Background: an optimization exercise with open tools, aiming at small area and a short achievable clock period. Do not read the settings as production practice.
In this exercise RTL edits were held to simulation tests only and were not proved equivalent to the original.
Power figures rest on the tool's default switching activity, not on a simulated workload.

P:
==> flow/design.v (excerpt) <==
module coreriscv_axi4_acquire_saf_queue
#(
  parameter int DEPTH = 16,
  parameter int CNT_W = $clog2(DEPTH) + 1
) (
  input  logic clk,
  input  logic reset,
  output logic io_in_ready,
  input  logic io_in_valid,
  input  logic [1:0] io_in_bits_header_src,
  input  logic [1:0] io_in_bits_header_dst,
  input  logic [25:0] io_in_bits_payload_addr_block,
  input  logic [0:0] io_in_bits_payload_client_xact_id,
  input  logic [2:0] io_in_bits_payload_addr_beat,
  input  logic [0:0] io_in_bits_payload_is_builtin_type,
  input  logic [2:0] io_in_bits_payload_a_type,
  input  logic [11:0] io_in_bits_payload_union,
  input  logic [63:0] io_in_bits_payload_data,
  input  logic io_out_ready,
  output logic io_out_valid,
  output logic [1:0] io_out_bits_header_src,
  output logic [1:0] io_out_bits_header_dst,
  output logic [25:0] io_out_bits_payload_addr_block,
  output logic [0:0] io_out_bits_payload_client_xact_id,
  output logic [2:0] io_out_bits_payload_addr_beat,
  output logic [0:0] io_out_bits_payload_is_builtin_type,
  output logic [2:0] io_out_bits_payload_a_type,
  output logic [11:0] io_out_bits_payload_union,
  output logic [63:0] io_out_bits_payload_data,
  output logic [CNT_W-1:0] io_count,
  output logic [CNT_W-1:0] io_msgs
);
  localparam int RING = DEPTH - 1;
  localparam int W = coreriscv_axi4_tl_pkg::BEAT_W;
  localparam logic [2:0] LAST_BEAT = 3'(coreriscv_axi4_tl_pkg::BEATS_PER_BLOCK - 1);
  if (DEPTH < 8 || (DEPTH & (DEPTH - 1)) != 0) begin : g_bad_depth
    $error("DEPTH must be a power of 2 and at least 8");
  end
  logic [RING-1:0] wr_oh, wr_oh_d, rd_oh_q, rd_oh_d, we_q, we_d, ring_rsel;
  logic [CNT_W-1:0] count_q, count_d, msgs_q, msgs_d;
  logic [2:0] in_beat_q, in_beat_d, out_beat_q, out_beat_d;
  logic full_q, full_d, out_valid_q, out_valid_d;
  logic empty_q, empty_d, one_q, one_d;
  logic enq, deq, in_multi, out_multi, in_last, out_last, msg_in, msg_out;
  logic wr_adv, rd_adv, head_en, cnt_nz, msg_nz;
  logic [W-1:0] in_w, head_q, head_d, ring_w, take_w;
  logic [CNT_W-1:0] count_inc, count_dec, msgs_inc, msgs_dec;
  function automatic logic [CNT_W-1:0] incr(input logic [CNT_W-1:0] v);
    logic c;
    c = 1'b1;
    for (int i = 0; i < CNT_W; i++) begin
      incr[i] = v[i] ^ c;
      c = c & v[i];
    end
  endfunction
  ...
Size in the first run: roughly 1900 flip-flops, roughly 240 I/O pins.
==> flow/config.mk <==
export PLATFORM = sky130hd
export DESIGN_NAME = coreriscv_axi4_acquire_saf_queue
export DESIGN_NICKNAME = coreriscv_axi4_acquire_saf_queue
export VERILOG_FILES = /design/flow/design.v
export SDC_FILE = /design/flow/constraint.sdc
export NUM_CORES = 4
export LEC_CHECK = 0
export CAP_MARGIN = 20
export CORE_MARGIN = 2
export CORE_UTILIZATION = 60
export CTS_CLUSTER_DIAMETER = 250
export CTS_CLUSTER_SIZE = 25
export PLACE_DENSITY = 0.8
export SETUP_SLACK_MARGIN = 2.8
export SLEW_MARGIN = 20
==> flow/constraint.sdc <==
create_clock -name core_clock -period 5.0 [get_ports {clk}]
set_input_delay 1.0000 -clock core_clock [delete_from_list [all_inputs] [get_ports {clk}]]
set_output_delay 1.0000 -clock core_clock [all_outputs]
set_load 0.01 [all_outputs]
run.sh (not shown) runs the stock make flow with config.mk's settings and CLKGATE_MAP_FILE= SYNTH_SCRIPT=/design/flow/synth_recipe.tcl, a recipe that flattens the netlist after the stock synthesis.
P: flow completed, timing, DRC and antenna clean
> inputs changed (P -> Q)
==> flow/flow/run.sh (new file) <==
#!/bin/bash
# The standard layout (the standard.sh), with ports buffered by buf_2 cells instead
# of ORFS's default choice (a delay cell). Each step's full output is in orfs/logs/;
# make's own output is in standard.log.
set -euo pipefail
cat >> config.mk <<'EOC'
export BUFFER_PORTS_ARGS = -buffer_cell sky130_fd_sc_hd__buf_2
EOC
bash standard.sh > standard.log 2>&1
==> flow/standard.sh (new file) <==
#!/bin/bash
# synth_recipe.tcl (not shown) runs the flow's synth.tcl, then flattens the netlist and writes it again
# the make line also repeats each setting of config.mk as NAME=value (left out here)
make -C /OpenROAD-flow-scripts/flow DESIGN_CONFIG=/design/flow/config.mk WORK_HOME=/design/flow/orfs CLKGATE_MAP_FILE= SYNTH_SCRIPT=/design/flow/synth_recipe.tcl "${@:-finish}"
-- flow/config.mk --
<<< P, line 12
export CTS_CLUSTER_SIZE = 25
export PLACE_DENSITY = 0.8
export SETUP_SLACK_MARGIN = 2.8
export SLEW_MARGIN = 20
>>> Q, line 12
export CTS_CLUSTER_SIZE = 25
export SETUP_SLACK_MARGIN = 2.8
export SLEW_MARGIN = 20
export BUFFER_PORTS_ARGS = -buffer_cell sky130_fd_sc_hd__buf_2
removed: flow/run.sh
When Q is set beside P, its wire length of the first global-routing pass turns out to be 4.6% larger. In the flow results for Q and P, the layout overhead on the synthesized area is smaller on Q. Per the comparison of Q with P, post-route minimum period rose by 0.011 ns, combinational fraction of design power picked up an extra 1.6 points, via count shows a reduction of 639.
> inputs changed (Q -> R)
==> flow/run.sh (new file) <==
#!/bin/bash
# synth_recipe.tcl (not shown) runs the flow's synth.tcl, then flattens the netlist and writes it again
# the make line also repeats each setting of config.mk as NAME=value (left out here)
make -C /OpenROAD-flow-scripts/flow DESIGN_CONFIG=/design/flow/config.mk WORK_HOME=/design/flow/orfs CLKGATE_MAP_FILE= SYNTH_SCRIPT=/design/flow/synth_recipe.tcl finish
-- flow/config.mk --
<<< Q, line 9
export CORE_MARGIN = 2
export CORE_UTILIZATION = 60
export CTS_CLUSTER_DIAMETER = 250
>>> R, line 9
export CORE_MARGIN = 2
export CORE_UTILIZATION = 70
export CTS_CLUSTER_DIAMETER = 250
<<< Q, line 14
export SLEW_MARGIN = 20
export BUFFER_PORTS_ARGS = -buffer_cell sky130_fd_sc_hd__buf_2
>>> R, line 14
export SLEW_MARGIN = 20
removed: flow/flow/run.sh
removed: flow/standard.sh
Findings:
- Average wire per cell in the routed design on R is down relative to Q.
- Looking only at wire length on met1, and setting everything else aside, the lower value of R and Q goes to R.
- As far as number of instances in the synthesized netlist goes, R and Q are indistinguishable; the numbers are identical.


## wip/umber
coreriscv_axi4_acquire_saf_queue again, from the RTL that the note above started with.
Settings: LEC_CHECK=0, CAP_MARGIN=20, CORE_MARGIN=2, CORE_UTILIZATION=60, CTS_CLUSTER_DIAMETER=250, CTS_CLUSTER_SIZE=25, SETUP_SLACK_MARGIN=2.7, SLEW_MARGIN=20; clock period 5.0 ns.
Stock flow here: none of the scripts above is used.
wip/umber ended with every stage complete and zero timing, DRC or antenna violations.
Relative to wip/umber, the following input files were edited for wip/tundra:
- swapping 2.7 for 3.1 in SETUP_SLACK_MARGIN
Notes after the runs:
wip/tundra against wip/umber: combinational power went up about 22%, final worst-path setup slack fell 0.012 ns. Per the comparison of wip/tundra with wip/umber, wire length on met1 moved up, aggregate global routing overflow level, global-route usage moved up. wip/tundra | stages: all done | timing, DRC, antenna: all pass. Relative to wip/umber, share of layout cells above drive strength 1 has gone up in wip/tundra. On fmax: between wip/tundra and wip/umber, it ends up higher for wip/umber. Between wip/umber and wip/tundra, the multi-input logic portion of the cell area figures differ only marginally. Compared with wip/umber, wip/tundra shows a higher worst-case reg-to-reg path depth.
--- input diff wip/tundra..wip/zinc ---
- swapping 3.1 for 2.8 in SETUP_SLACK_MARGIN
Findings:
In terms of post-place instance area, wip/zinc and wip/tundra differ only marginally. Re sequential share of the synthesized area: no difference whatsoever between wip/zinc and wip/tundra. Re final cell utilization of the core: wip/zinc is 1.4 points down on wip/tundra. On leakage power, wip/tundra loses to wip/zinc. Between wip/zinc and wip/tundra, it is wip/zinc whose final period utilization is lower, by 0.51 points. Total power consumption of the routed design, wip/zinc and wip/tundra, higher one = wip/tundra. From wip/tundra to wip/zinc the numbers moved as follows: total inserted antenna cells lost 1, count of non-CTS buffers in the layout fell 19%.

-- static timing again, ports no longer ideal --
Ports are ideal in the flow. The routed layouts listed here were re-timed in OpenROAD.
Step 1 sets driving cells, clkbuf_16 on the clock port and buf_2 on the other inputs (assumed; they add their load-dependent delay and slew).
Step 2 also shifts input and output timing later by t, the mid clock arrival at the registers, as if the neighbouring blocks saw the same clock.
Slacks: no drivers / after step 1 / after step 2; pairs: no drivers / after step 1.
run | shift t [ns] | setup WS [ns] | worst slew at a driven data input, ns
P | 0.768 | 2.695 / 2.625 / 2.094 | 0.16
Q | 0.774 | 2.684 / 2.610 / 2.126 | 0.17
R | 0.766 | 2.697 / 2.620 / 2.094 | 0.16
wip/umber | 0.780 | 2.677 / 2.596 / 1.973 | 0.18
wip/tundra | 0.776 | 2.666 / 2.589 / 2.263 | 0.18
wip/zinc | 0.772 | 2.691 / 2.611 / 2.141 | 0.17
After both steps every run listed still meets setup and hold. The setup slack of wip/umber, which loses most, moves by -0.081 ns with the drivers and by -0.704 ns with both steps.
